From an optimization exercise on the open Yosys and OpenROAD flow, aimed at small area, a short achievable clock period and few clock cycles per item; shortcuts taken in it are not production practice. Only simulation tests tie the RTL to the original design; equivalence was not proved. Power is estimated from default activity; no workload was simulated.

Design longest_ordered_trail_dp, start of the top module:
module longest_ordered_trail_dp #(
  parameter int VERTICES    = lotd_pkg::VerticesDef,
  parameter int LENGTH_BITS = lotd_pkg::LengthBitsDef
) (
  input  wire logic                          clk_i,
  input  wire logic                          rst_ni,
  input  wire logic                          start,
  output logic                               busy,
  input  wire logic                          cmd_i,
  input  wire logic [lotd_pkg::EndW-1:0]     end_a_i,
  input  wire logic [lotd_pkg::EndW-1:0]     end_b_i,
  output logic                               done_o,
  output logic [lotd_pkg::LongestW-1:0]      longest_length_o,
  output logic                               saturated_o
);
  logic v1, v2;
  lotd_ctrl u_ctrl (
    .clk_i  (clk_i),
    .rst_ni (rst_ni),
    .start_i(start),
    .v1_o   (v1),
    .v2_o   (v2),
    .busy_o (busy),
    .done_o (done_o)
  );
  lotd_dpath #(
    .Vertices  (VERTICES),
    .LengthBits(LENGTH_BITS)
  ) u_dpath (
    .clk_i           (clk_i),
    .rst_ni          (rst_ni),
    .v1_i            (v1),
    .v2_i            (v2),
    .cmd_in_i        (cmd_i),
    .end_a_i         (end_a_i),
    .end_b_i         (end_b_i),
    .longest_length_o(longest_length_o),
    .saturated_o     (saturated_o)
  );
endmodule
For scale: ~3100 cells after synthesis, ~31 I/O pins.
clock: 5.5 ns
lec_check: 0
cap_margin: 20
core_margin: 2
core_utilization: 30
setup_slack_margin: 2.4
slew_margin: 20
run.sh (not shown) runs the stock make flow with config.mk's settings and CLKGATE_MAP_FILE= SYNTH_SCRIPT=/design/flow/synth_recipe.tcl, a recipe that flattens the netlist after the stock synthesis.
The baseline ran to the end with no violations.
Testbench counts at the start, summed over its fixed seeds: cycles 16,024, items 16,000.
==> next run, changes <==
--- a/flow/config.mk
+++ b/flow/config.mk
@@ -10,3 +10,3 @@
 export CORE_UTILIZATION = 30
-export SETUP_SLACK_MARGIN = 2.4
+export SETUP_SLACK_MARGIN = 2.9
 export SLEW_MARGIN = 20
Outcome: The changed run ran to the end with no violations. Combinational power increases by 7.5%. Register-to-register slack improved by 0.30 ns. Utilization increases by 0.91 points.
==> next run, changes <==
--- a/flow/config.mk
+++ b/flow/config.mk
@@ -10,3 +10,3 @@
 export CORE_UTILIZATION = 30
-export SETUP_SLACK_MARGIN = 2.9
+export SETUP_SLACK_MARGIN = 3.5
 export SLEW_MARGIN = 20
Wire length climbs by a little under a tenth.
Via count rose by a few percent.
Global-route usage goes up by 2.1 points.
Worst hold slack improves by 0.035 ns.
Core utilization goes up by 4.4 points.
Cell area goes up by roughly a tenth.
Power climbs by a few percent.
Clock skew falls by 0.0081 ns.
==> next run, changes <==
--- a/flow/config.mk
+++ b/flow/config.mk
@@ -9,4 +9,4 @@
 export CORE_MARGIN = 2
-export CORE_UTILIZATION = 30
-export SETUP_SLACK_MARGIN = 3.5
+export CORE_UTILIZATION = 38
+export SETUP_SLACK_MARGIN = 3.2
 export SLEW_MARGIN = 20
Via count is lower by 3.1%. Wire length is lower by 3.3%. Clock skew is higher by 0.021 ns. Clock-buffer cell count is higher by 2.

the baseline:
longest_ordered_trail_dp again, from the RTL that the note above started with.
// longest_ordered_trail_dp
module longest_ordered_trail_dp #(
  parameter int VERTICES    = lotd_pkg::VerticesDef,
  parameter int LENGTH_BITS = lotd_pkg::LengthBitsDef
) (
  input  wire logic                          clk_i,
  input  wire logic                          rst_ni,
  input  wire logic                          start,
  output logic                               busy,
  input  wire logic                          cmd_i,
  input  wire logic [lotd_pkg::EndW-1:0]     end_a_i,
  input  wire logic [lotd_pkg::EndW-1:0]     end_b_i,
  output logic                               done_o,
  output logic [lotd_pkg::LongestW-1:0]      longest_length_o,
  output logic                               saturated_o
);
Settings: LEC_CHECK=0, CAP_MARGIN=20, CORE_MARGIN=2, CORE_UTILIZATION=30, SETUP_SLACK_MARGIN=2.6, SLEW_MARGIN=20; clock period 5.5 ns.
Testbench counts of the baseline, summed over its fixed seeds: cycles 16,024, items 16,000.
The following lists how the candidate was set up differently from the baseline:
diff --git a/flow/config.mk b/flow/config.mk
--- a/flow/config.mk
+++ b/flow/config.mk
@@ -11 +11 @@
-export SETUP_SLACK_MARGIN = 2.6
+export SETUP_SLACK_MARGIN = 2.8
[summary]
The baseline → the candidate: detailed route wirelength on metal2 now sits higher; global-route usage held steady; count of flip-flops and latches ~0 delta; synthesized cell count essentially unchanged.
Between the baseline and the candidate, the design area is lower for the baseline.
Reported for the baseline and the candidate, synthesized-area fraction occupied by ao, oa, aoi and oai cells turned out identical to the last digit.
From the baseline to the candidate the numbers moved as follows: setup slack has increased; via count went up about 1.1%; number of vias per cell did not really move; wire length of the first global-routing pass about even.

The RTL this note starts from:
==> flow/design.v <==
`timescale 1ns / 1ps
`default_nettype none
package lotd_pkg;
  localparam int VerticesDef   = 64;
  localparam int LengthBitsDef = 12;
  localparam int EndW          = 6;
  localparam int LongestW      = 12;
endpackage
`default_nettype wire
`timescale 1ns / 1ps
`default_nettype none
module lotd_ctrl (
  input  wire logic clk_i,
  input  wire logic rst_ni,
  input  wire logic start_i,
  output logic      v1_o,
  output logic      v2_o,
  output logic      busy_o,
  output logic      done_o
);
  logic v1_q, v2_q, done_q;
  always_ff @(posedge clk_i or negedge rst_ni) begin
    if (!rst_ni) begin
      v1_q   <= 1'b0;
      v2_q   <= 1'b0;
      done_q <= 1'b0;
    end else begin
      v1_q   <= start_i;
      v2_q   <= v1_q;
      done_q <= v2_q;
    end
  end
  assign v1_o   = v1_q;
  assign v2_o   = v2_q;
  assign busy_o = 1'b0;
  assign done_o = done_q;
endmodule
`default_nettype wire
`timescale 1ns / 1ps
`default_nettype none
module lotd_dpath #(
  parameter int Vertices   = lotd_pkg::VerticesDef,
  parameter int LengthBits = lotd_pkg::LengthBitsDef
) (
  input  wire logic                       clk_i,
  input  wire logic                       rst_ni,
  input  wire logic                       v1_i,
  input  wire logic                       v2_i,
  input  wire logic                       cmd_in_i,
  input  wire logic [lotd_pkg::EndW-1:0]  end_a_i,
  input  wire logic [lotd_pkg::EndW-1:0]  end_b_i,
  output logic [lotd_pkg::LongestW-1:0]   longest_length_o,
  output logic                            saturated_o
);
  localparam int AW = lotd_pkg::EndW;
  localparam int LW = LengthBits;
  localparam logic [LW-1:0] LenMax = '1;
  logic [LW-1:0] mem [Vertices];
  logic                c1_q;
  logic [AW-1:0]       a1_q, b1_q;
  logic [31:0]         sa1_q, sb1_q;                       
  logic [7:0]          ga1_q, gb1_q;                       
  logic                e2_aa_q, e2_ab_q, e2_ba_q, e2_bb_q;   
  logic                p3a_q, p3b_q;                         
  logic                c2_q;
  logic [AW-1:0]       a2_q, b2_q;
  logic [LW-1:0]       rda2_q, rdb2_q;    
  logic                hita2_q, hitb2_q;  
  logic [LW-1:0]       la2, lb2;
  logic [Vertices-1:0] we3_q;
  logic [LW-1:0]       wd3_q;
  logic [LW-1:0]       wdf_q;    
  logic [LW-1:0]       run_q, out_q;
  logic                sat_q, osat_q;
  function automatic logic [LW-1:0] sat_inc(input logic [LW-1:0] v);
    logic [LW-1:0] m;
    for (int i = 0; i < LW; i++) begin
      for (int j = 0; j < LW; j++) m[j] = (j >= i);
      sat_inc[i] = (&v) | (v[i] ^ (&(v | m)));
    end
  endfunction
  function automatic logic greater(input logic [LW-1:0] x, input logic [LW-1:0] y);
    logic [LW-1:0] e, m;
    e = ~(x ^ y);
    greater = 1'b0;
    for (int i = 0; i < LW; i++) begin
      for (int j = 0; j < LW; j++) m[j] = (j <= i);
      greater = greater | (x[i] & ~y[i] & (&(e | m)));
    end
  endfunction
  logic          edge2, clr2, a_ge_b, b_ge_a, wa, wb, grow;
  logic [LW-1:0] inc_a, inc_b, incm, run_d;
  logic          sat_d;
  assign la2    = hita2_q ? wdf_q : rda2_q;
  assign lb2    = hitb2_q ? wdf_q : rdb2_q;
  assign edge2  = v2_i & c2_q;
  assign clr2   = v2_i & ~c2_q;
  assign a_ge_b = ~greater(lb2, la2);
  assign b_ge_a = ~greater(la2, lb2);
  assign inc_a  = sat_inc(la2);
  assign inc_b  = sat_inc(lb2);
  assign incm   = a_ge_b ? inc_a : inc_b;
  assign wa     = edge2 & b_ge_a;
  assign wb     = edge2 & a_ge_b;
  assign grow   = edge2 & ((la2 == run_q) | (lb2 == run_q));
  always_comb begin
    run_d = run_q;
    sat_d = sat_q;
    if (clr2) begin
      run_d = '0;
      sat_d = 1'b0;
    end else if (grow) begin
      run_d = sat_inc(run_q);
      sat_d = sat_q | (&run_q[LW-1:1]);
    end
  end
  always_ff @(posedge clk_i or negedge rst_ni) begin
    if (!rst_ni) begin
      run_q  <= '0;
      sat_q  <= 1'b0;
      wd3_q  <= '0;
    end else begin
      run_q  <= run_d;
      sat_q  <= sat_d;
      wd3_q  <= clr2 ? '0 : incm;
    end
  end
  always_ff @(posedge clk_i or negedge rst_ni) begin
    if (!rst_ni) begin
      we3_q <= '1;
    end else begin
      for (int v = 0; v < Vertices; v++) begin
        we3_q[v] <= clr2 | (wa & (a2_q == AW'(v))) | (wb & (b2_q == AW'(v)));
      end
    end
  end
  always_ff @(posedge clk_i) begin
    out_q  <= run_d;
    wdf_q  <= clr2 ? '0 : incm;
    osat_q <= sat_d;
  end
  always_ff @(posedge clk_i) begin
    for (int v = 0; v < Vertices; v++) begin
      if (we3_q[v]) begin
        mem[v] <= wd3_q;
      end
    end
  end
  logic          p3a_d, p3b_d;
  logic [LW-1:0] rd_a, rd_b;
  always_comb begin
    rd_a = '0;
    rd_b = '0;
    for (int g = 0; g < 8; g++) begin
      logic [LW-1:0] ta, tb;
      ta = '0;
      tb = '0;
      for (int l = 0; l < 8; l++) begin
        ta = ta | (mem[8*g+l] & {LW{sa1_q[8*(g/2)+l]}});
        tb = tb | (mem[8*g+l] & {LW{sb1_q[8*(g/2)+l]}});
      end
      rd_a = rd_a | (ta & {LW{ga1_q[g]}});
      rd_b = rd_b | (tb & {LW{gb1_q[g]}});
    end
  end
  assign p3a_d = clr2 | (wa & (end_a_i == a2_q)) | (wb & (end_a_i == b2_q));
  assign p3b_d = clr2 | (wa & (end_b_i == a2_q)) | (wb & (end_b_i == b2_q));
  always_ff @(posedge clk_i) begin
    c1_q    <= cmd_in_i;
    a1_q    <= end_a_i;
    b1_q    <= end_b_i;
    sa1_q   <= 32'(1) << {end_a_i[5:4], end_a_i[2:0]};
    sb1_q   <= 32'(1) << {end_b_i[5:4], end_b_i[2:0]};
    ga1_q   <= p3a_d ? 8'd0 : 8'(1) << end_a_i[5:3];
    gb1_q   <= p3b_d ? 8'd0 : 8'(1) << end_b_i[5:3];
    p3a_q   <= p3a_d;
    p3b_q   <= p3b_d;
    e2_aa_q <= end_a_i == a1_q;
    e2_ab_q <= end_a_i == b1_q;
    e2_ba_q <= end_b_i == a1_q;
    e2_bb_q <= end_b_i == b1_q;
    c2_q    <= c1_q;
    a2_q    <= a1_q;
    b2_q    <= b1_q;
    rda2_q  <= rd_a | (wd3_q & {LW{p3a_q}});
    rdb2_q  <= rd_b | (wd3_q & {LW{p3b_q}});
    hita2_q <= clr2 | (wa & e2_aa_q) | (wb & e2_ab_q);
    hitb2_q <= clr2 | (wa & e2_ba_q) | (wb & e2_bb_q);
  end
  assign longest_length_o = lotd_pkg::LongestW'(out_q);
  assign saturated_o      = osat_q;
endmodule
`default_nettype wire
`timescale 1ns / 1ps
`default_nettype none
module longest_ordered_trail_dp #(
  parameter int VERTICES    = lotd_pkg::VerticesDef,
  parameter int LENGTH_BITS = lotd_pkg::LengthBitsDef
) (
  input  wire logic                          clk_i,
  input  wire logic                          rst_ni,
  input  wire logic                          start,
  output logic                               busy,
  input  wire logic                          cmd_i,
  input  wire logic [lotd_pkg::EndW-1:0]     end_a_i,
  input  wire logic [lotd_pkg::EndW-1:0]     end_b_i,
  output logic                               done_o,
  output logic [lotd_pkg::LongestW-1:0]      longest_length_o,
  output logic                               saturated_o
);
  logic v1, v2;
  lotd_ctrl u_ctrl (
    .clk_i  (clk_i),
    .rst_ni (rst_ni),
    .start_i(start),
    .v1_o   (v1),
    .v2_o   (v2),
    .busy_o (busy),
    .done_o (done_o)
  );
  lotd_dpath #(
    .Vertices  (VERTICES),
    .LengthBits(LENGTH_BITS)
  ) u_dpath (
    .clk_i           (clk_i),
    .rst_ni          (rst_ni),
    .v1_i            (v1),
    .v2_i            (v2),
    .cmd_in_i        (cmd_i),
    .end_a_i         (end_a_i),
    .end_b_i         (end_b_i),
    .longest_length_o(longest_length_o),
    .saturated_o     (saturated_o)
  );
endmodule
`default_nettype wire
clock: 5.5 ns
lec_check: 0
cap_margin: 20
core_margin: 2
core_utilization: 30
cts_cluster_diameter: 60
cts_cluster_size: 25
setup_slack_margin: 3.2
slew_margin: 20
The starting point completed without violations.
Testbench counts at the start, summed over its fixed seeds: cycles 16,024, items 16,000.
Change:
--- a/flow/config.mk
+++ b/flow/config.mk
@@ -9,6 +9,4 @@
 export CORE_MARGIN = 2
 export CORE_UTILIZATION = 30
-export CTS_CLUSTER_DIAMETER = 60
-export CTS_CLUSTER_SIZE = 25
 export SETUP_SLACK_MARGIN = 3.2
 export SLEW_MARGIN = 20
The changed run finished with timing, DRC and antenna clean.
Final area barely changes.
Global-route usage grows by 0.31 points.
Die area stays the same.
Critical path depth shrinks by 3.
Clock power grows by 9.3%.
Utilization hardly moves.
Area after synthesis does not change.
Wire length shrinks by about 0.65%.

## re-timing with driven ports
How much do the figures lean on ideal ports? The routed layouts below were timed once more, with nothing changed but the port constraints. Step 1 (the two cells are an assumption about what drives the block):
set clk [get_ports {clk_i}]
set_driving_cell -lib_cell sky130_fd_sc_hd__clkbuf_16 $clk
set_driving_cell -lib_cell sky130_fd_sc_hd__buf_2 [delete_from_list [all_inputs] $clk]
Step 2, shift: input delay + t, output delay - t, t = (earliest + latest rising clock arrival at the registers) / 2. This alone moves slack from input paths to output paths. Three values: ideal, step 1, step 2; two values: the first two.
run | t, ns | setup WS [ns] | hold WS [ns] | worst data-port slew with drivers (ns) | pins driven straight from the clock port
the first run of note 1 | 0.772 | 2.527 / 2.527 / 2.071 | 0.290 / 0.290 / 0.290 | 0.18 | 1
the second run of note 1 | 0.775 | 2.825 / 2.825 / 2.168 | 0.293 / 0.293 / 0.293 | 0.18 | 1
the third run of note 1 | 0.768 | 2.791 / 2.791 / 2.329 | 0.329 / 0.329 / 0.329 | 0.19 | 1
the fourth run of note 1 | 0.758 | 2.737 / 2.737 / 2.418 | 0.333 / 0.333 / 0.333 | 0.18 | 1
the baseline | 0.772 | 2.604 / 2.604 / 2.064 | 0.294 / 0.294 / 0.294 | 0.18 | 1
the candidate | 0.773 | 2.773 / 2.773 / 2.162 | 0.298 / 0.298 / 0.298 | 0.18 | 1
the first run of note 3 | 0.744 | 2.632 / 2.632 / 1.924 | 0.339 / 0.339 / 0.339 | 0.17 | 1
the second run of note 3 | 0.766 | 2.742 / 2.742 / 2.157 | 0.354 / 0.354 / 0.354 | 0.16 | 1
After both steps every run listed still meets setup and hold. For the first run of note 3, which loses most, drivers alone change the setup slack by 0.000 ns; drivers and shift together by -0.708 ns.
